Source: an optimization exercise on an open RTL-to-GDS flow (aim: small area, a short achievable clock period and few clock cycles). Production flows keep margins and buffers that such runs may drop. In this exercise RTL edits were held to simulation tests only and were not proved equivalent to the original. No activity file was given, so power comes from the tool's default toggle rates.

===== run.sh =====
#!/bin/bash
# synth_recipe.tcl (not shown) runs the flow's synth.tcl, then flattens the netlist and writes it again
# the make line also repeats each setting of config.mk as NAME=value (left out here)
make -C /OpenROAD-flow-scripts/flow DESIGN_CONFIG=/design/flow/config.mk WORK_HOME=/design/flow/orfs CLKGATE_MAP_FILE= SYNTH_SCRIPT=/design/flow/synth_recipe.tcl finish

===== config.mk =====
export PLATFORM = sky130hd
export DESIGN_NAME = buffer_recycle_pool_with_aging
export DESIGN_NICKNAME = buffer_recycle_pool_with_aging
export VERILOG_FILES = /design/flow/design.v
export SDC_FILE = /design/flow/constraint.sdc
export NUM_CORES = 8
export LEC_CHECK = 0
export CAP_MARGIN = 20
export CORE_MARGIN = 2
export CORE_UTILIZATION = 40
export CTS_CLUSTER_DIAMETER = 70
export CTS_CLUSTER_SIZE = 25
export PLACE_DENSITY = 0.45
export SETUP_SLACK_MARGIN = 5
export SLEW_MARGIN = 20
export TNS_END_PERCENT = 100

===== constraint.sdc =====
create_clock -name core_clock -period 10.0 [get_ports {clk}]
set_input_delay 2.0000 -clock core_clock [delete_from_list [all_inputs] [get_ports {clk}]]
set_output_delay 2.0000 -clock core_clock [all_outputs]
set_load 0.01 [all_outputs]

===== design.v =====
`timescale 1ns / 1ps
`default_nettype none
module brp_ram #(
  parameter int WIDTH = 8,
  parameter int DEPTH = 32,
  parameter int AW    = $clog2(DEPTH)
) (
  input  wire logic             clk,
  input  wire logic             we,
  input  wire logic [AW-1:0]    waddr,
  input  wire logic [WIDTH-1:0] wdata,
  input  wire logic             re,
  input  wire logic [AW-1:0]    raddr,
  output logic      [WIDTH-1:0] rdata
);
  logic [WIDTH-1:0] mem [DEPTH];
  always_ff @(posedge clk) begin
    if (we) begin
      mem[waddr] <= wdata;
    end
  end
  always_ff @(posedge clk) begin
    if (re) begin
      rdata <= mem[raddr];
    end
  end
endmodule
`default_nettype wire
`timescale 1ns / 1ps
`default_nettype none
module buffer_recycle_pool_with_aging (
  input  wire logic                         clk,
  input  wire logic                         rst,
  input  wire logic                         in_valid,
  output logic                              in_stall,
  input  wire logic [1:0]                   operation,
  input  wire logic [15:0]                  vertex_count,
  input  wire logic [7:0]                   vertex_size,
  input  wire logic [31:0]                  handle,
  output logic                              out_valid,
  input  wire logic                         out_stall,
  output logic [3:0]                        status,
  output logic [31:0]                       out_handle,
  output logic [23:0]                       buffer_size,
  output logic [23:0]                       copy_bytes,
  output logic                              last,
  input  wire logic                         psel,
  input  wire logic                         penable,
  input  wire logic                         pwrite,
  input  wire logic [2:0]                   paddr,
  input  wire logic [31:0]                  pwdata,
  output logic [31:0]                       prdata,
  output logic                              pready
);
  localparam int FD    = 32;
  localparam int UD    = 64;
  localparam int TAG_W = 12;
  localparam logic [23:0] RESERVE_RESET   = 24'd258944;
  localparam logic [7:0]  AGE_LIMIT_RESET = 8'd3;
  localparam logic [1:0] OP_ALLOC   = 2'd0;
  localparam logic [1:0] OP_RELEASE = 2'd1;
  localparam logic [1:0] OP_TICK    = 2'd2;
  localparam logic [1:0] OP_FLUSH   = 2'd3;
  localparam logic [3:0] ST_REUSED  = 4'd0;
  localparam logic [3:0] ST_NEW     = 4'd1;
  localparam logic [3:0] ST_FAILED  = 4'd2;
  localparam logic [3:0] ST_FULL    = 4'd3;
  localparam logic [3:0] ST_POOLED  = 4'd4;
  localparam logic [3:0] ST_PASS    = 4'd5;
  localparam logic [3:0] ST_AGED    = 4'd6;
  localparam logic [3:0] ST_FLUSHED = 4'd7;
  localparam logic [3:0] ST_NOTHING = 4'd8;
  localparam logic [1:0] PH_A = 2'd0;
  localparam logic [1:0] PH_B = 2'd1;
  localparam logic [1:0] PH_R = 2'd2;
  localparam logic [1:0] PH_S = 2'd3;
  logic [23:0] reserve_size;
  logic [7:0]  age_limit;
  assign pready = 1'b1;
  assign prdata = paddr[2] ? {24'd0, age_limit} : {8'd0, reserve_size};
  always_ff @(posedge clk) begin
    if (rst) begin
      reserve_size <= RESERVE_RESET;
      age_limit    <= AGE_LIMIT_RESET;
    end else if (psel && penable && pwrite) begin
      if (paddr[2]) age_limit <= pwdata[7:0];
      else          reserve_size <= pwdata[23:0];
    end
  end
  logic        s0_v, s1_v, d_v;
  logic [1:0]  s0_op, s1_op, d_op;
  logic [31:0] s0_h, s1_h, d_h;
  logic [23:0] s0_ps, s0_pc;    
  logic [23:0] s1_b, d_b;
  logic [23:0] d_req;         
  logic [23:0] req;           
  logic        d_fast;
  logic [1:0]  ph;
  logic        rt;            
  logic        d_take, s1_take, s0_take, in_acc;
  assign in_stall = s0_v;
  assign in_acc   = in_valid && !s0_v;
  assign s1_take  = !s1_v;
  assign s0_take  = s0_v && s1_take;
  always_ff @(posedge clk) begin
    if (rst) begin
      s0_v <= 1'b0;
      s1_v <= 1'b0;
    end else begin
      if (in_acc)       s0_v <= 1'b1;
      else if (s0_take) s0_v <= 1'b0;
      if (s1_take)      s1_v <= s0_v;
      else if (d_take)  s1_v <= 1'b0;
    end
  end
  logic [7:0][23:0] pp;
  logic [23:0] cs1s, cs1c, cs2s, cs2c, cs3s, cs3c, cs4s, cs4c, cs5s, cs5c, cs6s, cs6c;
  logic [23:0] in_bytes;       
  always_comb begin
    for (int k = 0; k < 8; k++)
      pp[k] = vertex_size[k] ? (24'(vertex_count) << k) : 24'd0;
    cs1s = pp[0] ^ pp[1] ^ pp[2];
    cs1c = ((pp[0] & pp[1]) | (pp[0] & pp[2]) | (pp[1] & pp[2])) << 1;
    cs2s = pp[3] ^ pp[4] ^ pp[5];
    cs2c = ((pp[3] & pp[4]) | (pp[3] & pp[5]) | (pp[4] & pp[5])) << 1;
    cs3s = cs1s ^ cs1c ^ cs2s;
    cs3c = ((cs1s & cs1c) | (cs1s & cs2s) | (cs1c & cs2s)) << 1;
    cs4s = cs2c ^ pp[6] ^ pp[7];
    cs4c = ((cs2c & pp[6]) | (cs2c & pp[7]) | (pp[6] & pp[7])) << 1;
    cs5s = cs3s ^ cs3c ^ cs4s;
    cs5c = ((cs3s & cs3c) | (cs3s & cs4s) | (cs3c & cs4s)) << 1;
    cs6s = cs5s ^ cs5c ^ cs4c;
    cs6c = ((cs5s & cs5c) | (cs5s & cs4c) | (cs5c & cs4c)) << 1;
  end
  assign in_bytes = s0_ps + s0_pc;
  always_ff @(posedge clk) begin
    if (in_acc) begin
      s0_op  <= operation;
      s0_h   <= handle;
      s0_ps  <= cs6s;
      s0_pc  <= cs6c;
    end
    if (s0_take) begin
      s1_op <= s0_op;
      s1_h  <= s0_h;
      s1_b  <= in_bytes;
    end
  end
  logic [23:0] s1_hb;       
  logic [24:0] s1_p;        
  logic        s1_lownz;    
  logic [24:0] rsv_sfx;     
  logic        s1_ple;
  logic [23:0] s1_req;
  logic        s1_fast;
  logic [23:0] s1_gem;
  always_comb begin
    logic seen;
    seen = 1'b0;
    for (int j = 23; j >= 0; j--) begin
      s1_hb[j] = s1_b[j] && !seen;
      seen = seen || s1_b[j];
    end
    s1_lownz = |(s1_b & ~s1_hb);
    if (s1_b == 24'd0)   s1_p = 25'd1;
    else if (s1_lownz)   s1_p = {s1_hb, 1'b0};
    else                 s1_p = {1'b0, s1_hb};
    rsv_sfx[24] = 1'b0;
    for (int j = 23; j >= 0; j--) rsv_sfx[j] = rsv_sfx[j+1] || reserve_size[j];
    s1_ple  = |(s1_p & rsv_sfx);
    s1_req  = s1_ple ? s1_p[23:0] : s1_b;
    s1_fast = s1_ple || (!s1_lownz && s1_b != 24'd0);
    s1_gem[0] = s1_req[0];
    for (int j = 1; j < 24; j++) s1_gem[j] = s1_gem[j-1] || s1_req[j];
  end
  logic [FD-1:0][31:0] fh;
  logic [FD-1:0][23:0] fs;
  logic [FD-1:0][7:0]  fa;
  logic [FD-1:0]       fp2;     
  logic [5:0]          fcnt;    
  logic [FD-1:0]       fv;      
  logic [UD-1:0][31:0] uh;
  logic [UD-1:0][23:0] us;
  logic [UD-1:0]       up2;     
  logic [6:0]          ucnt;    
  logic [UD-1:0]       uv;
  logic [UD-1:0] p_oh;          
  logic          found;         
  logic          more;          
  logic [31:0]   l_h;           
  logic [23:0]   l_s;
  logic [7:0]    l_a;
  logic          l_p2;
  logic [FD-1:0] f_last_oh, f_app_oh;
  logic [UD-1:0] u_last_oh, u_app_oh;
  always_comb begin
    for (int i = 0; i < FD; i++) begin
      fv[i]        = (6'(i) < fcnt);
      f_last_oh[i] = (fcnt == 6'(i + 1));
      f_app_oh[i]  = (fcnt == 6'(i));
    end
    for (int i = 0; i < UD; i++) begin
      uv[i]        = (7'(i) < ucnt);
      u_last_oh[i] = (ucnt == 7'(i + 1));
      u_app_oh[i]  = (ucnt == 7'(i));
    end
  end
  assign req = d_fast ? (d_req & ~(d_req << 1)) : d_req;
  logic [7:0] age_t;           
  logic [FD-1:0] fit_fast, aged;
  logic [UD-1:0] um, u_skip;
  always_comb begin
    for (int i = 0; i < FD; i++) begin
      fit_fast[i] = fv[i] && (|(fs[i] & d_req)) && !(|(fs[i] & (d_req << 3)))
                    && (!(|(fs[i] & (d_req << 2))) || fp2[i]);
      aged[i]     = fv[i] && (fa[i] >= age_t) && (age_limit != 8'hff);
    end
    u_skip[UD-1] = rt && p_oh[UD-1];
    for (int i = UD-2; i >= 0; i--) u_skip[i] = u_skip[i+1] || (rt && p_oh[i]);
    for (int i = 0; i < UD; i++)
      um[i] = uv[i] && !u_skip[i] && (uh[i][TAG_W-1:0] == d_h[TAG_W-1:0]);
  end
  logic [UD-1:0] cand, c_oh;
  logic          c_any, c_more;
  always_comb begin
    logic seen, two;
    case (d_op)
      OP_ALLOC:   cand = {{(UD-FD){1'b0}}, fit_fast};
      OP_RELEASE: cand = um;
      default:    cand = {{(UD-FD){1'b0}}, aged};
    endcase
    seen = 1'b0;
    for (int i = 0; i < UD; i++) begin
      c_oh[i] = cand[i] && !seen;
      seen = seen || cand[i];
    end
    c_any  = seen;
    seen = 1'b0;
    two  = 1'b0;
    for (int i = 0; i < FD; i++) begin
      two  = two || (aged[i] && seen);
      seen = seen || aged[i];
    end
    c_more = two;
  end
  logic [FD-1:0] fsel;
  logic [UD-1:0] usel;
  logic [31:0]   fr_h, ur_h;
  logic [23:0]   fr_s, ur_s;
  logic [7:0]    fr_a;
  logic          fr_p2, ur_p2;
  always_comb begin
    fsel = p_oh[FD-1:0];
    usel = p_oh;
    fr_h = '0; fr_s = '0; fr_a = '0; fr_p2 = 1'b0;
    for (int i = 0; i < FD; i++) begin
      fr_p2 = fr_p2 | (fp2[i] & fsel[i]);
      fr_h = fr_h | (fh[i] & {32{fsel[i]}});
      fr_s = fr_s | (fs[i] & {24{fsel[i]}});
      fr_a = fr_a | (fa[i] & {8{fsel[i]}});
    end
    ur_h = '0; ur_s = '0; ur_p2 = 1'b0;
    for (int i = 0; i < UD; i++) begin
      ur_p2 = ur_p2 | (up2[i] & usel[i]);
      ur_h = ur_h | (uh[i] & {32{usel[i]}});
      ur_s = ur_s | (us[i] & {24{usel[i]}});
    end
  end
  logic fit_slow, u_ok;
  assign fit_slow = (d_req <= d_b) && ({2'b00, d_b} <= {d_req, 2'b00});
  assign u_ok     = (ur_h[31:TAG_W] == d_h[31:TAG_W]);
  logic go;
  assign go = (d_op == OP_FLUSH) ? (!out_valid || !out_stall) : !out_valid;
  logic ph_a, ph_b, ph_r, ph_s, is_alloc, is_rel, is_tick, is_flush;
  assign ph_a     = (ph == PH_A);
  assign ph_b     = (ph == PH_B);
  assign ph_r     = (ph == PH_R);
  assign ph_s     = (ph == PH_S);
  assign is_alloc = (d_op == OP_ALLOC);
  assign is_rel   = (d_op == OP_RELEASE);
  assign is_tick  = (d_op == OP_TICK);
  assign is_flush = (d_op == OP_FLUSH);
  logic act;
  assign act = d_v && (!ph_b || go);
  logic u_full, f_full, new_ok;
  logic wf_move, wf_app, wu_move, wu_app, f_inc;
  assign u_full  = ucnt[6];
  assign f_full  = fcnt[5];
  assign new_ok  = (d_h != 32'd0);
  assign wf_move = ph_b && found && ((is_alloc && !u_full) || is_tick);
  assign wf_app  = ph_b && is_rel;
  assign wu_move = (ph_b && is_rel && found) || (ph_a && is_rel && rt);
  assign wu_app  = ph_b && is_alloc && !u_full && (found || new_ok);
  assign f_inc   = ph_a && is_tick;
  logic hit;
  assign hit = found && u_ok;
  logic          emit, done, wlast;
  logic [3:0]    w_st;
  logic [31:0]   w_h;
  logic [23:0]   w_s, w_c;
  always_comb begin
    w_st = ST_NOTHING; w_h = '0; w_s = '0; w_c = '0;
    emit = 1'b1; done = 1'b1; wlast = 1'b1;
    case (d_op)
      OP_ALLOC: begin
        if (u_full) begin
          w_st = ST_FULL; w_h = d_h; w_s = req;
        end else if (found) begin
          w_st = ST_REUSED; w_h = fr_h; w_s = fr_s; w_c = d_fast ? d_b : d_req;
        end else if (!new_ok) begin
          w_st = ST_FAILED; w_s = req;
        end else begin
          w_st = ST_NEW; w_h = d_h; w_s = req; w_c = d_fast ? d_b : d_req;
        end
      end
      OP_RELEASE: begin
        w_h = d_h;
        w_st = (hit && !f_full) ? ST_POOLED : ST_PASS;
        w_s = hit ? ur_s : 24'd0;
        emit = !found || u_ok;
        done = emit;
      end
      default: begin
        if (found) begin
          w_st = is_tick ? ST_AGED : ST_FLUSHED; w_h = fr_h; w_s = fr_s;
          wlast = !more;
          done = !more;
        end
      end
    endcase
  end
  logic [1:0]    ph_next;
  logic [UD-1:0] p_next;
  logic          found_next, more_next, rt_next;
  always_comb begin
    ph_next = ph;
    p_next = c_oh;
    found_next = c_any;
    more_next = c_more;
    rt_next = rt;
    case (ph)
      PH_A: begin
        ph_next = PH_B;
        if (is_alloc && !d_fast) begin
          p_next = {{(UD-1){1'b0}}, 1'b1};
          found_next = fv[0];
          if (!u_full && fv[0]) ph_next = PH_S;
        end
        if (is_flush) begin
          p_next = {{(UD-1){1'b0}}, 1'b1};
          found_next = fv[0];
          more_next = fv[1];
        end
      end
      PH_R: begin
        ph_next = PH_B;
        if (is_alloc) begin
          p_next = p_oh;
          found_next = 1'b1;
          if (!fit_slow) begin
            if (|(p_oh[FD-1:0] & f_last_oh)) begin
              found_next = 1'b0;
            end else begin
              p_next = {p_oh[UD-2:0], 1'b0};
              ph_next = PH_S;
            end
          end
        end
      end
      PH_S: begin
        p_next = p_oh;
        found_next = found;
        ph_next = PH_R;
      end
      default: begin
        p_next = p_oh;
        found_next = found;
        more_next = more;
        ph_next = PH_A;
        if (is_rel && found && !u_ok) begin
          rt_next = 1'b1;
        end
        if (is_tick && found && more) begin
          ph_next = PH_R;
          p_next = {{(UD-FD){1'b0}}, f_last_oh >> 1};   
        end
        if (is_flush && found && more) begin
          ph_next = PH_B;
          p_next = {p_oh[UD-2:0], 1'b0};
          more_next = |(fv & {p_oh[FD-3:0], 2'b00});
        end
      end
    endcase
  end
  assign d_take = !d_v || (ph_b && go && done);
  logic [FD-1:0] f_last_nx0, f_last_nx1;
  logic [UD-1:0] u_last_nx0, u_last_nx1, p_load0, p_load1;
  always_comb begin
    f_last_nx0 = f_last_oh;
    u_last_nx0 = u_last_oh;
    if (act && ph_b) begin
      if (is_flush && !more)  f_last_nx0 = '0;
      else if (wf_move)       f_last_nx0 = f_last_oh >> 1;
      if (wu_app)             u_last_nx0 = u_app_oh;
    end
    f_last_nx1 = f_full ? f_last_oh : f_app_oh;
    u_last_nx1 = u_last_oh >> 1;
    if (s1_op == OP_RELEASE) begin
      p_load0 = u_last_nx0;
      p_load1 = u_last_nx1;
    end else begin
      p_load0 = {{(UD-FD){1'b0}}, f_last_nx0};
      p_load1 = {{(UD-FD){1'b0}}, f_last_nx1};
    end
  end
  logic [31:0] fw_h, uw_h;
  logic [23:0] fw_s, uw_s;
  logic        uw_p2;
  logic [7:0]  fw_a;
  logic        fw_p2;
  always_comb begin
    if (is_rel) begin
      fw_h = d_h; fw_s = ur_s; fw_a = 8'd0; fw_p2 = ur_p2;
      uw_h = l_h; uw_s = l_s; uw_p2 = l_p2;
    end else begin
      fw_h = l_h; fw_s = l_s; fw_a = l_a; fw_p2 = l_p2;
      uw_h = found ? fr_h : d_h;
      uw_s = found ? fr_s : req;
      uw_p2 = found ? fr_p2 : d_fast;
    end
  end
  for (genvar i = 0; i < FD; i++) begin : g_f
    logic we;
    assign we = act && ((wf_move && p_oh[i]) || (wf_app && f_app_oh[i]));
    always_ff @(posedge clk) begin
      if (we) begin
        fh[i]  <= fw_h;
        fs[i]  <= fw_s;
        fa[i]  <= fw_a;
        fp2[i] <= fw_p2;
      end else if (act && f_inc && fa[i] != 8'hff) begin
        fa[i] <= fa[i] + 8'd1;
      end
    end
  end
  for (genvar i = 0; i < UD; i++) begin : g_u
    logic we;
    assign we = act && ((wu_move && p_oh[i]) || (wu_app && u_app_oh[i]));
    always_ff @(posedge clk) begin
      if (we) begin
        uh[i] <= uw_h;
        us[i] <= uw_s;
        up2[i] <= uw_p2;
      end
    end
  end
  always_ff @(posedge clk) begin
    if (rst) begin
      fcnt <= '0;
      ucnt <= '0;
      d_v <= 1'b0;
      ph <= PH_A;
      out_valid <= 1'b0;
    end else begin
      if (act) begin
        if (ph_b) begin
          if (is_flush) begin
            if (!more) fcnt <= '0;
          end else if (wf_move) begin
            fcnt <= fcnt - 6'd1;
          end else if (is_rel && hit && !f_full) begin
            fcnt <= fcnt + 6'd1;
          end
          if (is_rel) begin
            if (hit) ucnt <= ucnt - 7'd1;
          end else if (wu_app) begin
            ucnt <= ucnt + 7'd1;
          end
        end
        ph <= ph_next;
      end
      if (d_take) d_v <= s1_v;
      if (act && ph_b && emit)          out_valid <= 1'b1;
      else if (out_valid && !out_stall) out_valid <= 1'b0;
    end
  end
  always_ff @(posedge clk) begin
    if (d_take) begin
      d_op    <= s1_op;
      d_h     <= s1_h;
      d_b     <= s1_b;
    end else if (act && ph_s) begin
      d_b     <= fr_s;
    end
    if (d_take) begin
      d_req   <= s1_fast ? s1_gem : s1_req;
      d_fast  <= s1_fast;
      rt      <= 1'b0;
    end else if (act) begin
      rt      <= rt_next;
    end
    if (act && ph_b && is_rel && found) begin
      if (u_ok) p_oh <= p_load1;      
    end else if (d_take) begin
      p_oh <= p_load0;
    end else if (act) begin
      p_oh <= p_next;
    end
    if (act) begin
      found <= found_next;
      more  <= more_next;
    end
    age_t <= (d_v && (act ? ph_next : ph) == PH_R) ? age_limit + 8'd1 : age_limit;
    if (act && (ph_a || (ph_r && !is_alloc) || (ph_b && is_rel))) begin
      if (is_rel) begin
        l_h <= ur_h; l_s <= ur_s; l_a <= 8'd0; l_p2 <= ur_p2;
      end else begin
        l_h <= fr_h; l_s <= fr_s; l_p2 <= fr_p2;
        l_a <= (f_inc && fr_a != 8'hff) ? fr_a + 8'd1 : fr_a;
      end
    end
    if (act && ph_b) begin
      status      <= w_st;
      out_handle  <= w_h;
      buffer_size <= w_s;
      copy_bytes  <= w_c;
      last        <= wlast;
    end
  end
endmodule
`default_nettype wire

==> results of run 1 <==
[power groups by stage]
stage / combinational (uW) / sequential (uW) / clock [uW]
floorplan: 4360 / 30100 / 0
global placement: 9240 / 30300 / 0
detailed placement: 9210 / 30300 / 0
CTS: 9650 / 29600 / 21700
global route: 10200 / 29600 / 22500
finish: 10400 / 29600 / 21600
[flip-flops by register name, indices dropped and copies added, names as in the netlist, 19 cells and up]
register / flops
buffer_size: 24
copy_bytes: 24
d_b: 24
d_h: 32
d_req: 24
fa: 256
fh: 1024
fp2: 32
fs: 768
l_h: 32
l_s: 24
out_handle: 32
p_oh: 64
reserve_size: 24
s0_h: 32
s0_pc: 19
s0_ps: 23
s1_b: 24
s1_h: 32
uh: 2048
up2: 64
us: 1536
[final cells by class]
class,count,area (sq um),share of cell area
Antenna cell,153,383,0.00122
Clock inverter,408,5110,0.0163
Clock buffer,492,12100,0.0385
Timing Repair inverter,2,17.5,0.0000559
Multi-Input combinational cell,11000,82800,0.264
Timing Repair Buffer,1396,14700,0.0468
Tap cell,8968,11200,0.0358
Sequential cell,6221,186000,0.594
Inverter,246,972,0.00310
[worst paths after layout]
check / startpoint / depth (start not counted) / end / slack (ns)
max: p_oh[29] / 10 / us[463] / 4.70
min reg2reg: s0_op[1] / 0 / s1_op[1] / 0.42
max reg2reg: p_oh[29] / 10 / us[463] / 4.70
min: s0_op[1] / 0 / s1_op[1] / 0.42
[cell usage in the layout (no fill, tap or decap), drive strengths merged, types with 209 or more instances in the layout]
master	count
edfxtp	6161
ha	380
o21ai	354
a22o	1119
clkbuf	503
xor2	482
a221oi	1137
inv	414
nand4	719
nand3	410
a21oi	491
a22oi	1811
nor2	836
xnor2	532
nand2	801
nor3	209
buf	1169
[kinds of logic after synthesis]
family	Yosys count	share of synthesized area
xor gates and xnor gates	1014	0.0328
and+or+nand+nor	3809	0.0716
DFF	6221	0.687
other	2	0.0000277
AOI/OAI and AO/OA	5515	0.157
buffers and inverters	1618	0.0228
muxes	112	0.00438
adders and majority gates	476	0.0243
[per-layer routing]
layer / routed length [um] / track usage / vias to the layer above
met3: 219000 / 0.147 / 4635
met5: 518 / 0.00112 / -
met1: 609000 / 0.610 / 115000
met4: 142000 / 0.311 / 58
met2: 679000 / 0.660 / 19900
li1: - / - / 78200
[critical path: cells and delay by family (launching register included)]
kind / cells / cell delay, ns
and+or+nand+nor: 2 / 1.07
buffers and inverters: 5 / 2.58
AOI/OAI and AO/OA: 3 / 0.79
DFF: 1 / 0.40
[repair_timing]
item	in CTS	in global routing
buffers inserted	178	88
pin swaps	78	44
cloned	50	10
setup endpoints to repair	5019	1522
resized for setup	467	204
[through the flow]
stage / util / hold slack, ns / cells / area, sq um
3_3_place_gp: 0.428 / 0.402 / 27500 / 289000
2_1_floorplan: - / 0.400 / 18800 / 271000
3_5_place_dp: 0.428 / 0.405 / 27500 / 289000
5_1_grt: 0.464 / 0.425 / 28700 / 313000
4_1_cts: 0.460 / 0.422 / 28600 / 311000
6_report: 0.464 / 0.417 / 28900 / 313000
==> results.toml, run 1 <==
[floorplanning]
core_area_sq_um = 676000
die_area_sq_um = 684000
start_util = 0.401
die_w_um = 827
io-pin-count = 220
rows = 302
chipHeight_um = 827

[sta]
hold_viol_final = 0
max_freq_ghz = 0.189
tightest_slew_ns = 1.57
slew_violations = 11
setup_tns_ns = 0
skew_ns = 0.102
relSlewSlack = -0.0445
period_share = 0.530
setup_viol = 0
fin_ws_ns = 4.70
rsz0062_at_grt = "yes"
min_period_ns = 5.30

[global_route]
grt_use_total = 0.465
grt_pass1_vias = 192000
antenna_found_initial = 193
grt_overflow = 0
grt_max_degree = 78
grt_pass1_wl_mm = 2080

[pwr]
power_frac_comb = 0.168
p_int_uw = 42200
leakage_uw = 0.100
power_uw = 61600
powerDensity_nw_per_um2 = 197
switchingPower_uw = 19400
pwr-share-clk = 0.351
vdd_drop_max_uv = 179
p_seq_frac = 0.480
p_sw_frac = 0.315

[critical_path]
crit_type = "reg2reg"
crit_required_ns = 10.85
arrival_ns = 6.15
cp_max_fo = 64
cp-start-kind = "flip-flop"
path_cells = "buf_4 > buf_4 > buf_4 > buf_4 > a22oi_1 > nand4_1 > or4_1 > a21oi_1 > o21ai_4 > buf_4"
cp_common_cell = "buf_4"
slowest_stage = "or4_1"
crit_path_end_kind = "flip-flop"
cp_slowest_stage_delay_ns = 0.88

[detailed_routing]
firstDrtPassIters = 11
wl_per_cell_um = 57.2
vias = 217000
vias_per_cell = 7.53
wl_mm = 1650
drc_errors = 0
antenna_left = 0
drtIter0Drc = 46200

[yosys]
netlist_area_sq_um = 271000
synthArstFlopShare = 0
yosys.area.top_type = "edfxtp_1"
synth_area_leaders = "edfxtp_1, a22oi_1, a221oi_1"
synth_top_area_share = 0.683
yosysMostFrequentCell = "edfxtp_1"
yosysSeqAreaShare = 0.687
synth_cells = 18800
synth-edff-count = 6161
synth_warnings = 1
synth_seq_cells = 6221
yosysUniqueCellTypes = 101
syn_area_per_cell_sq_um = 14.4
ys_dominant_reg_cell = "edfxtp_1"
synthTopCellsByCount = "edfxtp_1, a22oi_1, a221oi_1"

[layout]
drive_gt1_frac = 0.137
fillerInstances = 59800
area_growth_pct = 15.7
fin_nets = 19900

[clocking]
cts_buffers = 477
hold_buffers = 0
cts.clk_slew.worst_paths_ns = 0.08
htree_num_levels = 5
cts_tree = "built"
clock_path_buffers = 4
clock_sinks = 6221
cts_root_buf = "clkbuf_16"
worstSkewPairLatency_ns = 1.19

[placed_design]
dp_hpwl_mm = 1010
place.gp.congestion = 1.09
place_ws_ns = 2.99
port-buffer-count = 200

[hold_path]
hold_path.class = "reg2reg"

[run_status]
status = "finished with violations"
violations = "slew limit"

[run]
maxCapViolations = 0
Testbench counts, summed over its fixed seeds: cycles 6,584.
==> run 2: changes to the inputs <==
--- a/design.v
+++ b/design.v
@@ -97,5 +97,6 @@
   logic        d_fast;
   logic [1:0]  ph;
-  logic        rt;            
+  logic        rt1;           
+  logic        rt2;           
   logic        d_take, s1_take, s0_take, in_acc;
   assign in_stall = s0_v;
@@ -216,8 +217,8 @@
       aged[i]     = fv[i] && (fa[i] >= age_t) && (age_limit != 8'hff);
     end
-    u_skip[UD-1] = rt && p_oh[UD-1];
-    for (int i = UD-2; i >= 0; i--) u_skip[i] = u_skip[i+1] || (rt && p_oh[i]);
+    u_skip[UD-1] = p_oh[UD-1];
+    for (int i = UD-2; i >= 0; i--) u_skip[i] = u_skip[i+1] || p_oh[i];
     for (int i = 0; i < UD; i++)
-      um[i] = uv[i] && !u_skip[i] && (uh[i][TAG_W-1:0] == d_h[TAG_W-1:0]);
+      um[i] = uv[i] && !(rt2 && p_oh[i]) && (uh[i][TAG_W-1:0] == d_h[TAG_W-1:0]);
   end
   logic [UD-1:0] cand, c_oh;
@@ -281,6 +282,7 @@
   assign is_tick  = (d_op == OP_TICK);
   assign is_flush = (d_op == OP_FLUSH);
-  logic act;
-  assign act = d_v && (!ph_b || go);
+  logic act, act_w;
+  assign act   = d_v && (!ph_b || go);
+  assign act_w = d_v && (!ph_b || !out_valid);
   logic u_full, f_full, new_ok;
   logic wf_move, wf_app, wu_move, wu_app, f_inc;
@@ -290,5 +292,5 @@
   assign wf_move = ph_b && found && ((is_alloc && !u_full) || is_tick);
   assign wf_app  = ph_b && is_rel;
-  assign wu_move = (ph_b && is_rel && found) || (ph_a && is_rel && rt);
+  assign wu_move = (ph_b && is_rel && found) || (ph_a && is_rel && rt1);
   assign wu_app  = ph_b && is_alloc && !u_full && (found || new_ok);
   assign f_inc   = ph_a && is_tick;
@@ -332,5 +334,5 @@
   logic [1:0]    ph_next;
   logic [UD-1:0] p_next;
-  logic          found_next, more_next, rt_next;
+  logic          found_next, more_next, rt1_next, rt2_next;
   always_comb begin
     ph_next = ph;
@@ -338,8 +340,14 @@
     found_next = c_any;
     more_next = c_more;
-    rt_next = rt;
+    rt1_next = 1'b0;
+    rt2_next = 1'b0;
     case (ph)
       PH_A: begin
         ph_next = PH_B;
+        if (rt1) begin
+          ph_next = PH_A;
+          p_next = u_skip;
+          rt2_next = 1'b1;
+        end
         if (is_alloc && !d_fast) begin
           p_next = {{(UD-1){1'b0}}, 1'b1};
@@ -379,5 +387,5 @@
         ph_next = PH_A;
         if (is_rel && found && !u_ok) begin
-          rt_next = 1'b1;
+          rt1_next = 1'b1;
         end
         if (is_tick && found && more) begin
@@ -432,5 +440,5 @@
   for (genvar i = 0; i < FD; i++) begin : g_f
     logic we;
-    assign we = act && ((wf_move && p_oh[i]) || (wf_app && f_app_oh[i]));
+    assign we = act_w && ((wf_move && p_oh[i]) || (wf_app && f_app_oh[i]));
     always_ff @(posedge clk) begin
       if (we) begin
@@ -439,5 +447,5 @@
         fa[i]  <= fw_a;
         fp2[i] <= fw_p2;
-      end else if (act && f_inc && fa[i] != 8'hff) begin
+      end else if (act_w && f_inc && fa[i] != 8'hff) begin
         fa[i] <= fa[i] + 8'd1;
       end
@@ -446,5 +454,5 @@
   for (genvar i = 0; i < UD; i++) begin : g_u
     logic we;
-    assign we = act && ((wu_move && p_oh[i]) || (wu_app && u_app_oh[i]));
+    assign we = act_w && ((wu_move && p_oh[i]) || (wu_app && u_app_oh[i]));
     always_ff @(posedge clk) begin
       if (we) begin
@@ -496,7 +504,9 @@
       d_req   <= s1_fast ? s1_gem : s1_req;
       d_fast  <= s1_fast;
-      rt      <= 1'b0;
+      rt1     <= 1'b0;
+      rt2     <= 1'b0;
     end else if (act) begin
-      rt      <= rt_next;
+      rt1     <= rt1_next;
+      rt2     <= rt2_next;
     end
     if (act && ph_b && is_rel && found) begin
@@ -512,5 +522,5 @@
     end
     age_t <= (d_v && (act ? ph_next : ph) == PH_R) ? age_limit + 8'd1 : age_limit;
-    if (act && (ph_a || (ph_r && !is_alloc) || (ph_b && is_rel))) begin
+    if (act && ((ph_a && !rt2) || (ph_r && !is_alloc) || (ph_b && is_rel))) begin
       if (is_rel) begin
         l_h <= ur_h; l_s <= ur_s; l_a <= 8'd0; l_p2 <= ur_p2;
==> flow/run.sh (new file) <==
#!/bin/bash
set -e
export BUFFER_PORTS_ARGS="-buffer_cell sky130_fd_sc_hd__buf_4"
export CTS_ARGS="-sink_clustering_enable -repair_clock_nets -sink_clustering_size 25 -sink_clustering_max_diameter 70 -dont_use_dummy_load"
export SETUP_SLACK_MARGIN=5.4
bash standard.sh > standard.log 2>&1
==> standard.sh (new file) <==
#!/bin/bash
# synth_recipe.tcl (not shown) runs the flow's synth.tcl, then flattens the netlist and writes it again
# the make line also repeats each setting of config.mk as NAME=value (left out here)
make -C /OpenROAD-flow-scripts/flow DESIGN_CONFIG=/design/flow/config.mk WORK_HOME=/design/flow/orfs CLKGATE_MAP_FILE= SYNTH_SCRIPT=/design/flow/synth_recipe.tcl "${@:-finish}"
--- a/config.mk
+++ b/config.mk
@@ -12,5 +12,4 @@
 export CTS_CLUSTER_SIZE = 25
 export PLACE_DENSITY = 0.45
-export SETUP_SLACK_MARGIN = 5
 export SLEW_MARGIN = 20
 export TNS_END_PERCENT = 100
removed: run.sh
==> results.toml, run 2 <==
[run_status]
status = "timing/DRC/antenna clean"

[detailed_routing]
firstDrtPassIters = 11
antenna_left = 0
vias_per_cell = 7.69
drtIter0Drc = 46500
vias = 222000
drc_errors = 0
wl_per_cell_um = 57.8
wl_mm = 1670

[hold_path]
hold_path.class = "reg2reg"

[yosys]
synth_top_area_share = 0.681
yosysUniqueCellTypes = 103
synthArstFlopShare = 0
synth-edff-count = 6161
yosysSeqAreaShare = 0.685
synth_seq_cells = 6222
synthTopCellsByCount = "edfxtp_1, a22oi_1, a221oi_1"
netlist_area_sq_um = 272000
synth_warnings = 1
synth_cells = 18900
syn_area_per_cell_sq_um = 14.4
ys_dominant_reg_cell = "edfxtp_1"
synth_area_leaders = "edfxtp_1, a22oi_1, a221oi_1"
yosys.area.top_type = "edfxtp_1"
yosysMostFrequentCell = "edfxtp_1"

[global_route]
gr-usage-met1 = 0.604
grt_overflow = 0
antenna_found_initial = 209
grt_max_degree = 94
grt_pass1_vias = 193000
grt_use_total = 0.461
use_met3 = 0.179
grt_pass1_wl_mm = 2080
top_usage_layer = "met2"
grt.met2_usage = 0.640

[floorplanning]
rows = 302
io-pin-count = 220
die_area_sq_um = 686000
core_area_sq_um = 677000
die_w_um = 828
start_util = 0.402
chipHeight_um = 828

[sta]
tightest_slew_ns = 1.37
setup_tns_ns = 0
hold_viol_final = 0
max_freq_ghz = 0.198
slew_violations = 0
skew_ns = 0.152
relSlewSlack = 0.0763
period_share = 0.504
min_period_ns = 5.04
setup_viol = 0
rsz0062_at_grt = "yes"

[clocking]
cts_root_buf = "clkbuf_16"
clock_sinks = 6222
cts_tree = "built"
hold_buffers = 0
cts.clk_slew.worst_paths_ns = 0.08
cts_buffers = 478
htree_num_levels = 5
worstSkewPairLatency_ns = 1.21
clock_path_buffers = 4

[critical_path]
path_cells = "buf_12 > buf_4 > a221oi_1 > nand4_1 > or4_4 > xor2_4 > nor4_4 > and3_4 > a21oi_4 > o21a_4 > buf_12 > clkbuf_16 > nor3_1 > a21oi_1 > o32ai_2"
crit_family = "simple AND/OR/NAND/NOR gates"
cp-start-kind = "flip-flop"
slowest_stage = "or4_4"
arrival_ns = 5.88
crit_buf_inv = 4
cp_slowest_stage_delay_ns = 0.64
cp_common_cell = "buf_12"
crit_path_end_kind = "flip-flop"
crit_required_ns = 10.84
cp_max_fo = 19
crit_type = "reg2reg"

[placed_design]
port-buffer-count = 200
dp_hpwl_mm = 983
dpl_cell_area_sq_um = 290000
place.gp.congestion = 1.08

[pwr]
powerDensity_nw_per_um2 = 188
vdd_drop_max_uv = 161
leakage_uw = 0.101

[layout]
largestRegisters = "uh x2048, us x1536, fh x1024"
final_cell_mix = "edfxtp_1, a22oi_1, buf_4, a22o_1, a221oi_1"
drive_gt1_frac = 0.156
regMostFlops = "uh"
final_common_cell = "edfxtp_1"
area_growth_pct = 15.8
fin_nets = 20300
largest_reg_flops = 2048
fin_area_sq_um = 315000

[run]
maxCapViolations = 0
[run 2: cell types whose count changed after synthesis, sizes merged, moves of 33 or more]
cell / delta
a22oi: +376
a221oi: -197
a22o: -179
buf: +97
nand3: +90
a21oi: +63
clkbuf: -52
nand4: -48
nand2: -38
nor2: -36
xnor2: -36
a31oi: +35
xor2: +33
[run 2: area by class of cell]
cell class / count / area [sq um]
antenna: 148 / 370
clock buffer: 478 / 12000
fill: 59700 / 362000
inverter: 240 / 997
multi-input combinational: 11100 / 85400
sequential: 6222 / 186000
tap: 8968 / 11200
timing repair buffer: 1689 / 18500
timing repair inverter: 2 / 27.5
[run 2: timing repair]
action	CTS	global route
setup buffers	254	169
gates cloned	65	46
gates resized for setup	669	537
pin swaps	85	145
setup endpoints to repair	8619	2182
[run 2: where the power goes]
group | total (uW) | switching, uW | internal [uW]
Sequential | 29600 | 215 | 29400
Combinational | 11800 | 8740 | 3030
Clock | 17700 | 9340 | 8350
Total | 59100 | 18300 | 40800
[run 2: metrics by stage]
step | cells | hold WS, ns | utilization | worst slack [ns] | power (uW)
floorplan | 18900 | 0.400 | - | 4.15 | 34700
global placement | 27600 | 0.402 | 0.428 | 2.69 | 39900
detailed placement | 27600 | 0.405 | 0.428 | 2.74 | 39900
CTS | 28400 | 0.400 | 0.456 | 5.05 | 57800
global route | 28700 | 0.401 | 0.465 | 5.13 | 59600
finish | 28800 | 0.394 | 0.465 | 4.96 | 59100
[run 2: kinds of logic after synthesis]
kind of cell               synth area share
AOI/OAI and AO/OA                     0.160
buffers and inverters                0.0239
and+or+nand+nor                      0.0694
muxes                               0.00462
other                             0.0000276
xor gates and xnor gates             0.0326
adders and majority gates            0.0240
DFF                                   0.685
[run 2: path summary, 6_finish.rpt]
check / start / endpoint / slack, ns / cells past startpoint
worst max register to register: p_oh[46] / p_oh[34] / 4.96 / 15
worst min register to register: s0_h[23] / s1_h[23] / 0.39 / 0
worst max-delay path: p_oh[46] / p_oh[34] / 4.96 / 15
worst min-delay path: s0_h[23] / s1_h[23] / 0.39 / 0
[run 2: routing by layer]
layer  part of all wire  wire, um  vias up
met2               0.40    669000    21200
met3               0.15    245000     5375
met4              0.083    139000      102
li1                   -         -    78700
met1               0.37    611000   116000
met5            0.00075      1250        -
Testbench counts of run 2, summed over its fixed seeds: cycles 6,591.
==> run 3: changes to the inputs <==
--- a/config.mk
+++ b/config.mk
@@ -11,5 +11,5 @@
 export CTS_CLUSTER_DIAMETER = 70
 export CTS_CLUSTER_SIZE = 25
-export PLACE_DENSITY = 0.45
+export PLACE_DENSITY = 0.55
 export SLEW_MARGIN = 20
 export TNS_END_PERCENT = 100
==> results.toml, run 3 <==
[sta]
tightest_slew_ns = 1.68
setup_tns_ns = 0
hold_viol_final = 0
rsz0062_at_grt = "yes"
period_share = 0.508
slew_violations = 3
min_period_ns = 5.08
max_freq_ghz = 0.197
skew_ns = 0.140
relSlewSlack = -0.119
setup_viol = 0
holdWs_ns = 0.396

[detailed_routing]
wl_per_cell_um = 56.2
drtIter0Drc = 50000
antenna_left = 0
vias = 223000
wl_mm = 1620
drc_errors = 0
firstDrtPassIters = 11
vias_per_cell = 7.74

[floorplanning]
core_area_sq_um = 677000
die_w_um = 828
rows = 302
chipHeight_um = 828
die_area_sq_um = 686000
io-pin-count = 220
start_util = 0.402

[yosys]
synth_top_area_share = 0.681
synthTopCellsByCount = "edfxtp_1, a22oi_1, a221oi_1"
synth_warnings = 1
synth_cells = 18900
yosysSeqAreaShare = 0.685
synth-edff-count = 6161
yosys.area.top_type = "edfxtp_1"
yosysUniqueCellTypes = 103
ys_dominant_reg_cell = "edfxtp_1"
synth_seq_cells = 6222
netlist_area_sq_um = 272000
yosysMostFrequentCell = "edfxtp_1"
synth_area_leaders = "edfxtp_1, a22oi_1, a221oi_1"
synthArstFlopShare = 0
syn_area_per_cell_sq_um = 14.4

[critical_path]
arrival_ns = 5.94
cp-start-kind = "flip-flop"
cp_slowest_stage_delay_ns = 1.15
crit_type = "reg2reg"
crit_family = "simple AND/OR/NAND/NOR gates"
slowest_stage = "nor3_1"
crit_required_ns = 10.86
crit_buf_inv = 5
path_cells = "buf_4 > buf_4 > bufbuf_16 > xor2_1 > nor3_1 > nand4_1 > nor3_1 > or2_2 > nor2b_1 > nand4_1 > buf_6 > nor4_4 > buf_12 > a31oi_2 > o22ai_1"
crit_path_end_kind = "flip-flop"
cp_max_fo = 24
reg2reg_slack_ns = 4.92

[hold_path]
hold_path.class = "reg2reg"

[clocking]
clock_path_buffers = 4
cts.clk_slew.worst_paths_ns = 0.07
cts_root_buf = "clkbuf_16"
clock_sinks = 6222
hold_buffers = 0
htree_num_levels = 5
cts_tree = "built"
cts_buffers = 444
worstSkewPairLatency_ns = 1.25

[pwr]
p_seq_frac = 0.509
power_frac_comb = 0.201
vdd_drop_max_uv = 158
p_sw_frac = 0.308
leakage_uw = 0.100
powerDensity_nw_per_um2 = 186
power_uw = 58300
p_int_uw = 40300
pwr-share-clk = 0.290
switchingPower_uw = 18000

[layout]
fin_cells = 28800
drive_gt1_frac = 0.155
fin_nets = 20200
final_common_cell = "edfxtp_1"
final_cell_mix = "edfxtp_1, a22oi_1, buf_4, a22o_1, a221oi_1"
largest_reg_flops = 2048
area_growth_pct = 15.5
regMostFlops = "uh"
largestRegisters = "uh x2048, us x1536, fh x1024"
fillerInstances = 59300

[global_route]
grt_overflow = 0
grt_max_degree = 84
antenna_found_initial = 226
grt_use_total = 0.448
grt_pass1_wl_mm = 2030
grt_pass1_vias = 194000

[placed_design]
dp_hpwl_mm = 955
place.gp.congestion = 1.10
dp_cells = 27600
port-buffer-count = 200

[run]
maxCapViolations = 0

[run_status]
status = "finished with violations"
violations = "slew limit"
run 3: cell counts after synthesis:
Identical to the previous run, type by type.
run 3: layout make-up:
type                       instances  area (sq um)  area share
tap                             8968         11200      0.0357
timing repair inverter             2          25.0   0.0000797
sequential                      6222        186000       0.593
multi-input combinational      11100         85500       0.272
timing repair buffer            1669         18500      0.0589
antenna                          171           428     0.00136
clock buffer                     444         11100      0.0354
inverter                         240           966     0.00308
run 3: what timing repair did:
action | in CTS | in global routing
pin swaps | 110 | 134
resized for setup | 788 | 457
buffers inserted | 269 | 165
setup endpoints to repair | 7865 | 2542
endpoints found under the hold margin | 0 | 0
gates cloned | 71 | 36
run 3: power by group through the flow:
stage / logic, uW / registers (uW) / clock network, uW
finish: 11700 / 29700 / 16900
floorplan: 4560 / 30100 / 0
detailed placement: 9360 / 30300 / 0
global route: 11400 / 29700 / 17600
global placement: 9370 / 30300 / 0
CTS: 10500 / 29700 / 16800
run 3: through the flow:
step | worst slack (ns) | area, sq um | util
floorplan | 4.15 | 273000 | -
detailed placement | 3.06 | 289000 | 0.428
finish | 4.92 | 314000 | 0.464
global placement | 3.09 | 289000 | 0.427
global route | 5.21 | 314000 | 0.463
CTS | 5.24 | 309000 | 0.456
run 3: routing by layer:
| layer | wire [um] | track usage | part of all wire |
|---|---|---|---|
| met1 | 559000 | 0.567 | 0.35 |
| met2 | 641000 | 0.611 | 0.40 |
| met3 | 268000 | 0.193 | 0.17 |
| met4 | 149000 | 0.320 | 0.092 |
| met5 | 1230 | 0.00285 | 0.00076 |
run 3: final timing paths:
path / cells after the start / endpoint / start
setup / recovery: 15 / p_oh[52] / d_h[11]
hold / removal: 0 / s1_h[12] / s0_h[12]
setup reg to reg: 15 / p_oh[52] / d_h[11]
hold reg to reg: 0 / s1_h[12] / s0_h[12]
run 3: kinds of logic (layout without fill, tap and decap cells):
kind of cell    after synthesis  after routing  share of synthesized area
flops                      6222           6222                      0.685
simple gates               3720           3729                     0.0694
fa+ha+maj                   470            470                     0.0240
other cells                   2            180                  0.0000276
buf+inv                    1657           2355                     0.0239
xor+xnor                   1011           1011                     0.0326
mux                         118            118                    0.00462
compound gates             5733           5735                      0.160
==> run 4: changes to the inputs <==
--- a/config.mk
+++ b/config.mk
@@ -8,8 +8,8 @@
 export CAP_MARGIN = 20
 export CORE_MARGIN = 2
-export CORE_UTILIZATION = 40
+export CORE_UTILIZATION = 38
 export CTS_CLUSTER_DIAMETER = 70
 export CTS_CLUSTER_SIZE = 25
-export PLACE_DENSITY = 0.55
-export SLEW_MARGIN = 20
+export PLACE_DENSITY = 0.42
+export SLEW_MARGIN = 25
 export TNS_END_PERCENT = 100
==> results.toml, run 4 <==
[layout]
final_cell_mix = "edfxtp_1, a22oi_1, buf_4, a22o_1, a221oi_1"
area_growth_pct = 17.5
largestRegisters = "uh x2048, us x1536, fh x1024"
fillerInstances = 63700
regMostFlops = "uh"
drive_gt1_frac = 0.167
final_common_cell = "edfxtp_1"
fin_area_sq_um = 319000
fin_nets = 20400
largest_reg_flops = 2048

[clocking]
worstSkewPairLatency_ns = 1.19
cts_root_buf = "clkbuf_16"
clock_path_buffers = 4
cts_tree = "built"
clock_sinks = 6222
cts_buffers = 520
htree_num_levels = 6
hold_buffers = 0
cts.clk_slew.worst_paths_ns = 0.08

[yosys]
yosys.area.top_type = "edfxtp_1"
synth_mux_area_frac = 0.00462
synthAdderAreaFrac = 0.0240
synth-edff-count = 6161
synth_seq_cells = 6222
yosys.area_share.simple = 0.0694
synth_compound_area_frac = 0.160
synth_area_leaders = "edfxtp_1, a22oi_1, a221oi_1"
synth_cells = 18900
ys_dominant_reg_cell = "edfxtp_1"
netlist_area_sq_um = 272000
synth_warnings = 1
synth_top_family_by_area = "compound AO/OA/AOI/OAI gates"
synth_top_area_share = 0.681
yosysSeqAreaShare = 0.685
synthTopCellsByCount = "edfxtp_1, a22oi_1, a221oi_1"
syn_area_per_cell_sq_um = 14.4
yosysMostFrequentCell = "edfxtp_1"
synth_xor_area_frac = 0.0326
yosysUniqueCellTypes = 103
synthArstFlopShare = 0

[detailed_routing]
firstDrtPassIters = 10
antenna_left = 0
drtIter0Drc = 46200
wl_mm = 1730
vias_per_cell = 7.52
drc_errors = 0
vias = 222000
wl_per_cell_um = 58.5

[floorplanning]
die_area_sq_um = 722000
die_w_um = 850
core_area_sq_um = 713000
chipHeight_um = 850
io-pin-count = 220
rows = 310
start_util = 0.381

[pwr]
powerDensity_nw_per_um2 = 189
leakage_uw = 0.102
vdd_drop_max_uv = 200

[sta]
setup_tns_ns = 0
tightest_slew_ns = 1.36
relSlewSlack = 0.0946
min_period_ns = 5.11
hold_viol_final = 0
skew_ns = 0.126
max_freq_ghz = 0.196
period_share = 0.511
slew_violations = 0
setup_viol = 0
rsz0062_at_grt = "yes"

[global_route]
grt_use_total = 0.458
antenna_found_initial = 245
grt_overflow = 0
grt_max_degree = 74
grt_pass1_vias = 194000
grt_pass1_wl_mm = 2160

[hold_path]
hold_path.class = "reg2reg"

[critical_path]
cp-start-kind = "flip-flop"
slowest_stage = "nand4_1"
cp_slowest_stage_delay_ns = 1.01
arrival_ns = 5.94
path_cells = "buf_12 > xor2_4 > nor4_4 > nand4_1 > a21oi_2 > nand4_1 > o41ai_2 > buf_4 > a21o_1 > nor4_4 > buf_4 > nand2_8 > buf_6 > nor3_4 > buf_6 > nand3b_1 > a31oi_4"
crit_type = "reg2reg"
crit_path_end_kind = "flip-flop"
cp_max_fo = 10
crit_required_ns = 10.83

[placed_design]
port-buffer-count = 200
dp_hpwl_mm = 1030
place.gp.congestion = 1.05
dpl_cell_area_sq_um = 291000

[run]
maxCapViolations = 0

[run_status]
status = "timing/DRC/antenna clean"
## run 4: cell counts after synthesis
Identical to the previous run, type by type.
## run 4: where the power goes
part           total (uW)  internal (uW)  switching, uW
registers           29600          29400            207
clock network       18700           9170           9530
logic               12200           3190           8970
total               60500          41800          18700
## run 4: repair_timing
action,in CTS,in global routing
endpoints found under the setup margin,9123,2011
gates cloned,100,19
gates resized for setup,1051,367
buffers inserted,363,126
pin swaps,185,155
## run 4: worst max-delay path, delay by kind of cell, from the launching register on
family,cells,cell delay [ns]
flops,1,0.42
simple gates,7,2.16
xor+xnor,1,0.23
buf+inv,5,0.91
compound gates,4,1.00
## run 4: final cells by class
cell class / instances / area, sq um / area share
antenna: 183 / 458 / 0.00143
clock buffer: 520 / 13000 / 0.0407
timing repair inverter: 3 / 76.3 / 0.000239
tap: 9516 / 11900 / 0.0373
sequential: 6222 / 186000 / 0.583
inverter: 240 / 963 / 0.00302
multi-input combinational: 11100 / 86200 / 0.270
timing repair buffer: 1807 / 20500 / 0.0641
## run 4: worst paths after layout
| check | to | cells after the start | from | slack [ns] |
|---|---|---|---|---|
| worst min-delay path | s1_b[1] | 0 | s0_ps[1] | 0.39 |
| worst max register to register | p_oh[28] | 17 | d_h[9] | 4.89 |
| worst max-delay path | p_oh[28] | 17 | d_h[9] | 4.89 |
| worst min register to register | s1_b[1] | 0 | s0_ps[1] | 0.39 |
## run 4: cell families after synthesis
family,Yosys count
AO/OA/AOI/OAI,5733
AND/OR/NAND/NOR,3720
adder cells (fa/ha/maj),470
XOR/XNOR,1011
multiplexers,118
buffers and inverters,1657
other,2
flip-flops,6222
## run 4: metrics by stage
step | setup WS, ns | util | hold slack [ns] | instances | power [uW]
2_1_floorplan | 4.15 | - | 0.400 | 18900 | 34700
3_3_place_gp | 2.48 | 0.408 | 0.401 | 28200 | 40100
3_5_place_dp | 2.69 | 0.409 | 0.405 | 28200 | 40100
4_1_cts | 5.13 | 0.443 | 0.402 | 29200 | 59500
5_1_grt | 5.09 | 0.448 | 0.399 | 29400 | 61100
6_report | 4.89 | 0.448 | 0.395 | 29600 | 60500
## run 4: routing by layer
layer	GRT usage	vias up	routed length [um]
li1	-	79100	-
met1	0.612	118000	654000
met2	0.642	20500	706000
met4	0.287	104	138000
met3	0.150	4911	231000
met5	0.00177	-	848
==> run 5: changes to the inputs <==
==> flow/run.sh (replaced) <==
#!/bin/bash
set -e
export BUFFER_PORTS_ARGS="-buffer_cell sky130_fd_sc_hd__buf_4"
export CTS_ARGS="-sink_clustering_enable -repair_clock_nets -sink_clustering_size 25 -sink_clustering_max_diameter 70 -dont_use_dummy_load"
export SETUP_SLACK_MARGIN=5.2
bash standard.sh > standard.log 2>&1
--- a/config.mk
+++ b/config.mk
@@ -8,8 +8,8 @@
 export CAP_MARGIN = 20
 export CORE_MARGIN = 2
-export CORE_UTILIZATION = 38
+export CORE_UTILIZATION = 40
 export CTS_CLUSTER_DIAMETER = 70
 export CTS_CLUSTER_SIZE = 25
-export PLACE_DENSITY = 0.42
+export PLACE_DENSITY = 0.45
 export SLEW_MARGIN = 25
 export TNS_END_PERCENT = 100
==> results.toml, run 5 <==
[run_status]
status = "timing/DRC/antenna clean"

[pwr]
powerDensity_nw_per_um2 = 189
vdd_drop_max_uv = 155
leakage_uw = 0.0997

[global_route]
grt_pass1_wl_mm = 2080
grt_use_total = 0.460
antenna_found_initial = 205
grt_pass1_vias = 193000
grt_overflow = 0
grt_max_degree = 103

[critical_path]
cp_common_cell = "buf_4"
crit_type = "reg2reg"
cp_slowest_stage_delay_ns = 0.82
reg2reg_slack_ns = 4.76
crit_path_end_kind = "flip-flop"
cp-start-kind = "flip-flop"
slowest_stage = "nand4_1"
path_cells = "buf_4 > buf_6 > xor2_1 > nor4_1 > nand4_1 > a211oi_1 > or2_2 > nor2b_1 > nand4_1 > buf_4 > nor4_4 > buf_6 > buf_12 > buf_4 > a31oi_2 > o22ai_1"
arrival_ns = 6.06
cp_max_fo = 21
crit_required_ns = 10.83

[detailed_routing]
antenna_left = 0
wl_per_cell_um = 57.9
firstDrtPassIters = 12
drtIter0Drc = 48000
vias = 221000
vias_per_cell = 7.70
wl_mm = 1660
drc_errors = 0

[placed_design]
dp_cells = 27700
dp_hpwl_mm = 1000
place.gp.congestion = 1.07
port-buffer-count = 200
place_ws_ns = 2.86

[yosys]
synth-edff-count = 6161
synth_seq_cells = 6222
synth_area_leaders = "edfxtp_1, a22oi_1, a221oi_1"
synth_top_area_share = 0.681
yosysSeqAreaShare = 0.685
syn_area_per_cell_sq_um = 14.4
yosysUniqueCellTypes = 103
synth_warnings = 1
ys_dominant_reg_cell = "edfxtp_1"
synthTopCellsByCount = "edfxtp_1, a22oi_1, a221oi_1"
yosys.area.top_type = "edfxtp_1"
synth_cells = 18900
synthArstFlopShare = 0
netlist_area_sq_um = 272000
yosysMostFrequentCell = "edfxtp_1"

[sta]
holdWs_ns = 0.400
slew_violations = 0
setup_viol = 0
period_share = 0.524
setup_tns_ns = 0
fin_ws_ns = 4.76
skew_ns = 0.145
relSlewSlack = 0.103
min_period_ns = 5.24
rsz0062_at_grt = "yes"
max_freq_ghz = 0.191
tightest_slew_ns = 1.35
hold_viol_final = 0

[layout]
drive_gt1_frac = 0.148
fin_util = 0.461
area_growth_pct = 14.8
final_common_cell = "edfxtp_1"
final_cell_mix = "edfxtp_1, a22oi_1, buf_4, a22o_1, a221oi_1"
fillerInstances = 59700
fin_nets = 20200
largestRegisters = "uh x2048, us x1536, fh x1024"
fin_cells = 28800
regMostFlops = "uh"
largest_reg_flops = 2048

[clocking]
cts_root_buf = "clkbuf_16"
clock_sinks = 6222
cts.clk_slew.worst_paths_ns = 0.07
worstSkewPairLatency_ns = 1.17
hold_buffers = 0
clock_path_buffers = 4
cts_tree = "built"
htree_num_levels = 5
cts_buffers = 475

[hold_path]
hold_path.class = "reg2reg"

[floorplanning]
io-pin-count = 220
die_area_sq_um = 686000
start_util = 0.402
chipHeight_um = 828
core_area_sq_um = 677000
rows = 302
die_w_um = 828

[run]
maxCapViolations = 0
run 5: cell types whose count changed in the layout (fill, tap and decap cells not counted), moves of 34 or more:
cell | before | now
buf_12 | 220 | 153
a21oi_2 | 43 | 9
diode_2 | 183 | 144
buf_4 | 1199 | 1127
a21oi_1 | 501 | 538
buf_16 | 78 | 42
run 5: final timing paths:
path,from,end,depth (start not counted)
setup reg to reg,d_h[0],p_oh[56],16
setup / recovery,d_h[0],p_oh[56],16
hold reg to reg,s0_ps[3],s1_b[3],0
hold / removal,s0_ps[3],s1_b[3],0
run 5: logic make-up (layout without fill, tap and decap cells):
family	count (synthesis)	in the layout	synth area share
buffers and inverters	1657	2342	0.0239
XOR/XNOR	1011	1011	0.0326
other	2	153	0.0000276
adder cells (fa/ha/maj)	470	470	0.0240
multiplexers	118	118	0.00462
AND/OR/NAND/NOR	3720	3730	0.0694
flip-flops	6222	6222	0.685
AO/OA/AOI/OAI	5733	5739	0.160
run 5: stage by stage:
step                      total power (uW)  cell area (sq um)
after detailed placement             40000             290000
final                                59100             312000
after floorplan                      34700             272000
after global routing                 59600             312000
after CTS                            57600             307000
after global placement               40000             290000
run 5: repair_timing:
action	in CTS	in global routing
setup buffers	197	160
setup endpoints to repair	7078	1454
pin swaps	74	105
gates resized for setup	513	445
gates cloned	38	37
run 5: worst max-delay path, delay by kind of cell, from the launching register on:
kind            cells  cell delay (ns)
flops               1             0.38
buf+inv             6             1.28
xor+xnor            1             0.14
simple gates        6             1.96
compound gates      3             1.12
run 5: power breakdown:
group          switching [uW]  internal (uW)
logic                    8830           3020
clock network            9310           8290
registers                 212          29400
run 5: layer usage:
metal  vias up  global-route usage  share of wire
met2     21300               0.640           0.40
met4        78               0.290          0.084
met3      5337               0.168           0.14
met5         -             0.00750        0.00070
met1    116000               0.606           0.37
li1      78500                   -              -
run 5: area by class of cell:
class | count | area, sq um | share of cell area
Multi-Input combinational cell | 11100 | 84400 | 0.270
Clock buffer | 475 | 11900 | 0.0381
Inverter | 240 | 971 | 0.00311
Tap cell | 8968 | 11200 | 0.0360
Antenna cell | 144 | 360 | 0.00115
Sequential cell | 6222 | 186000 | 0.597
Timing Repair Buffer | 1627 | 17100 | 0.0547
==> run 6: changes to the inputs <==
--- a/design.v
+++ b/design.v
@@ -404,11 +404,16 @@
   logic [FD-1:0] f_last_nx0, f_last_nx1;
   logic [UD-1:0] u_last_nx0, u_last_nx1, p_load0, p_load1;
+  logic [5:0]    fcnt_nx;
   always_comb begin
     f_last_nx0 = f_last_oh;
     u_last_nx0 = u_last_oh;
+    fcnt_nx = fcnt;
     if (act && ph_b) begin
       if (is_flush && !more)  f_last_nx0 = '0;
       else if (wf_move)       f_last_nx0 = f_last_oh >> 1;
       if (wu_app)             u_last_nx0 = u_app_oh;
+      if (is_flush && !more)  fcnt_nx = '0;
+      else if (wf_move)       fcnt_nx = fcnt - 6'd1;
+      else if (is_rel && found && !f_full) fcnt_nx = fcnt + 6'd1;
     end
     f_last_nx1 = f_full ? f_last_oh : f_app_oh;
@@ -417,4 +422,7 @@
       p_load0 = u_last_nx0;
       p_load1 = u_last_nx1;
+    end else if (s1_op == OP_FLUSH) begin
+      p_load0 = {{(UD-1){1'b0}}, 1'b1};
+      p_load1 = {{(UD-1){1'b0}}, 1'b1};
     end else begin
       p_load0 = {{(UD-FD){1'b0}}, f_last_nx0};
@@ -486,6 +494,7 @@
           end
         end
-        ph <= ph_next;
       end
+      if (d_take)   ph <= (s1_op == OP_FLUSH) ? PH_B : PH_A;
+      else if (act) ph <= ph_next;
       if (d_take) d_v <= s1_v;
       if (act && ph_b && emit)          out_valid <= 1'b1;
@@ -517,5 +526,8 @@
       p_oh <= p_next;
     end
-    if (act) begin
+    if (d_take) begin
+      found <= (fcnt_nx != 6'd0);
+      more  <= (fcnt_nx > 6'd1);
+    end else if (act) begin
       found <= found_next;
       more  <= more_next;
==> flow/run.sh (replaced) <==
#!/bin/bash
set -e
export BUFFER_PORTS_ARGS="-buffer_cell sky130_fd_sc_hd__buf_4"
export CTS_ARGS="-sink_clustering_enable -repair_clock_nets -sink_clustering_size 25 -sink_clustering_max_diameter 70 -dont_use_dummy_load"
export SETUP_SLACK_MARGIN=5.4
bash standard.sh > standard.log 2>&1
--- a/config.mk
+++ b/config.mk
@@ -6,5 +6,5 @@
 export NUM_CORES = 8
 export LEC_CHECK = 0
-export CAP_MARGIN = 20
+export CAP_MARGIN = 30
 export CORE_MARGIN = 2
 export CORE_UTILIZATION = 40
@@ -12,4 +12,4 @@
 export CTS_CLUSTER_SIZE = 25
 export PLACE_DENSITY = 0.45
-export SLEW_MARGIN = 25
+export SLEW_MARGIN = 40
 export TNS_END_PERCENT = 100
==> results.toml, run 6 <==
[layout]
final_cell_mix = "edfxtp_1, a22oi_1, buf_4, a22o_1, a221oi_1"
fin_nets = 20600
largest_reg_flops = 2048
largestRegisters = "uh x2048, us x1536, fh x1024"
fin_cells = 29100
regMostFlops = "uh"
drive_gt1_frac = 0.166
area_growth_pct = 16.9
final_common_cell = "edfxtp_1"

[global_route]
grt_max_degree = 73
grt_pass1_vias = 195000
grt_overflow = 0
antenna_found_initial = 212
use_met3 = 0.175
gr-usage-met1 = 0.627
grt.met2_usage = 0.666
grt_use_total = 0.476
top_usage_layer = "met2"
grt_pass1_wl_mm = 2140

[critical_path]
crit_type = "reg2reg"
arrival_ns = 5.90
cp_max_fo = 38
crit_path_end_kind = "flip-flop"
reg2reg_slack_ns = 4.93
crit_required_ns = 10.83
cp-start-kind = "flip-flop"

[placed_design]
port-buffer-count = 200
place_ws_ns = 2.91
place.gp.congestion = 1.09
dp_hpwl_mm = 1060
dp_cells = 28000

[hold_path]
hold_path.class = "reg2reg"

[detailed_routing]
drtIter0Drc = 46700
drc_errors = 0
vias_per_cell = 7.63
wl_per_cell_um = 58.6
antenna_left = 0
firstDrtPassIters = 10
vias = 222000
wl_mm = 1710

[yosys]
synth_warnings = 1
yosysMostFrequentCell = "edfxtp_1"
netlist_area_sq_um = 272000
synth_cells = 19100
synth-edff-count = 6161
synthArstFlopShare = 0
synthTopCellsByCount = "edfxtp_1, a22oi_1, clkbuf_1"
synth_area_leaders = "edfxtp_1, a22oi_1, a221oi_1"
yosysUniqueCellTypes = 97
synth_seq_cells = 6222
yosysSeqAreaShare = 0.684
synth_top_area_share = 0.679
yosys.area.top_type = "edfxtp_1"
syn_area_per_cell_sq_um = 14.2
ys_dominant_reg_cell = "edfxtp_1"

[sta]
skew_ns = 0.129
fin_ws_ns = 4.93
rsz0062_at_grt = "yes"
max_freq_ghz = 0.197
holdWs_ns = 0.419
period_share = 0.507
min_period_ns = 5.07
slew_violations = 0
setup_viol = 0
relSlewSlack = 0.317
tightest_slew_ns = 1.02
setup_tns_ns = 0
hold_viol_final = 0

[pwr]
p_int_uw = 40600
p_seq_frac = 0.516
switchingPower_uw = 17200
power_frac_comb = 0.178
leakage_uw = 0.103
pwr-share-clk = 0.307
powerDensity_nw_per_um2 = 182
p_sw_frac = 0.297
vdd_drop_max_uv = 172

[run_status]
status = "timing/DRC/antenna clean"

[floorplanning]
rows = 303
die_w_um = 829
chipHeight_um = 829
start_util = 0.401
die_area_sq_um = 687000
core_area_sq_um = 680000
io-pin-count = 220

[clocking]
htree_num_levels = 5
worstSkewPairLatency_ns = 1.17
hold_buffers = 0
cts_tree = "built"
clock_sinks = 6222
clock_path_buffers = 4
cts_buffers = 481
cts_root_buf = "clkbuf_16"
cts.clk_slew.worst_paths_ns = 0.06

[run]
maxCapViolations = 0
## run 6: changes by cell type in the layout (fill, tap and decap cells not counted), moves of 35 or more
cell and delta:
buf_12 +77, buf_16 +38, buf_6 +55, nand2_1 +85, o21ai_0 +56, o21ai_1 +51
o21ai_2 +35
## run 6: metrics by stage
stage,power (uW),area [sq um],util
2_1_floorplan,34200,273000,-
3_3_place_gp,38900,291000,0.428
3_5_place_dp,39000,294000,0.432
4_1_cts,56800,315000,0.463
5_1_grt,58500,318000,0.468
6_report,57800,318000,0.468
## run 6: kinds of logic after synthesis
| kind of cell | share of synthesized area |
|---|---|
| AOI/OAI and AO/OA | 0.159 |
| xor gates and xnor gates | 0.0325 |
| adders and majority gates | 0.0240 |
| buffers and inverters | 0.0235 |
| DFF | 0.684 |
| muxes | 0.00465 |
| other | 0.0000276 |
| and+or+nand+nor | 0.0720 |
## run 6: repair_timing
item                       4_1_cts  5_1_grt
setup endpoints to repair     8773     1678
resized for setup              980      319
cloned                          62       19
pin swaps                      169      156
setup buffers                  320      103
hold endpoints to repair         0        0
## run 6: power groups by stage
stage | clock, uW | sequential, uW | combinational (uW)
2_1_floorplan | 0 | 30300 | 3950
3_3_place_gp | 0 | 30500 | 8430
3_5_place_dp | 0 | 30500 | 8540
4_1_cts | 17700 | 29800 | 9360
5_1_grt | 18500 | 29800 | 10200
6_report | 17700 | 29800 | 10300
## run 6: layer usage
metal / wire length [um] / up-vias
met2: 693000 / 20800
met4: 136000 / 126
met3: 244000 / 4915
met5: 1180 / -
met1: 632000 / 117000
li1: - / 79500
## run 6: worst paths after layout
check,depth (start not counted),from,end
worst min register to register,0,s1_h[7],d_h[7]
worst max-delay path,20,p_oh[7],p_oh[5]
worst max register to register,20,p_oh[7],p_oh[5]
worst min-delay path,0,s1_h[7],d_h[7]
## run 6: area by class of cell
type	count	area [sq um]
clock buffer	481	12000
antenna	118	295
sequential	6222	186000
timing repair buffer	1801	20300
multi-input combinational	11300	87100
tap	8997	11300
inverter	255	1010
fill	59800	361000
## run 6: critical path, cell delays in order, from the launching register on
cell	delay (ns)
edfxtp_1	0.48
buf_12	0.22
a22o_1	0.40
a221oi_1	0.24
nand4_1	0.22
or4_4	0.64
xor2_2	0.19
nor4_4	0.35
nand3_4	0.11
buf_12	0.18
nor2_4	0.12
buf_12	0.13
nor2_4	0.05
o21ai_4	0.18
buf_12	0.17
buf_12	0.12
buf_8	0.11
buf_16	0.18
o221ai_4	0.11
o21ai_1	0.12
a21oi_1	0.09
Testbench counts of run 6, summed over its fixed seeds: cycles 6,568.

port drivers added, routing unchanged:
No port has a modelled driver above. Below, the same layouts with a new extraction and two added sets of constraints. Step 1: set_driving_cell puts a clkbuf_16 on clk and a buf_2 on each other input, an assumption about the parent block. Step 2 moves the port delays by t, midway between the first and last clock arrival at a register: inputs arrive t later, outputs are due t later. That takes back most of the time a late clock gives input paths. a / b / c = ideal ports / drivers / drivers and shift; a / b = the first two.
run | t, ns | slack for setup (ns) | worst hold slack (ns) | worst register clock-pin slew, ns | pins driven straight from the clock port
run 1 | 1.295 | 4.701 / 4.701 / 3.630 | 0.417 / 0.417 / 0.417 | 0.10 / 0.10 | 1
run 2 | 1.274 | 4.960 / 4.960 / 4.235 | 0.394 / 0.394 / 0.394 | 0.10 / 0.10 | 1
run 3 | 1.297 | 4.925 / 4.925 / 4.343 | 0.396 / 0.396 / 0.396 | 0.10 / 0.10 | 1
run 4 | 1.270 | 4.890 / 4.890 / 4.153 | 0.395 / 0.395 / 0.395 | 0.10 / 0.10 | 1
run 5 | 1.252 | 4.762 / 4.762 / 4.169 | 0.400 / 0.400 / 0.400 | 0.10 / 0.10 | 1
run 6 | 1.257 | 4.932 / 4.932 / 4.356 | 0.419 / 0.419 / 0.419 | 0.10 / 0.10 | 1
For run 1, which loses most, drivers alone change the setup slack by 0.000 ns; drivers and shift together by -1.071 ns.
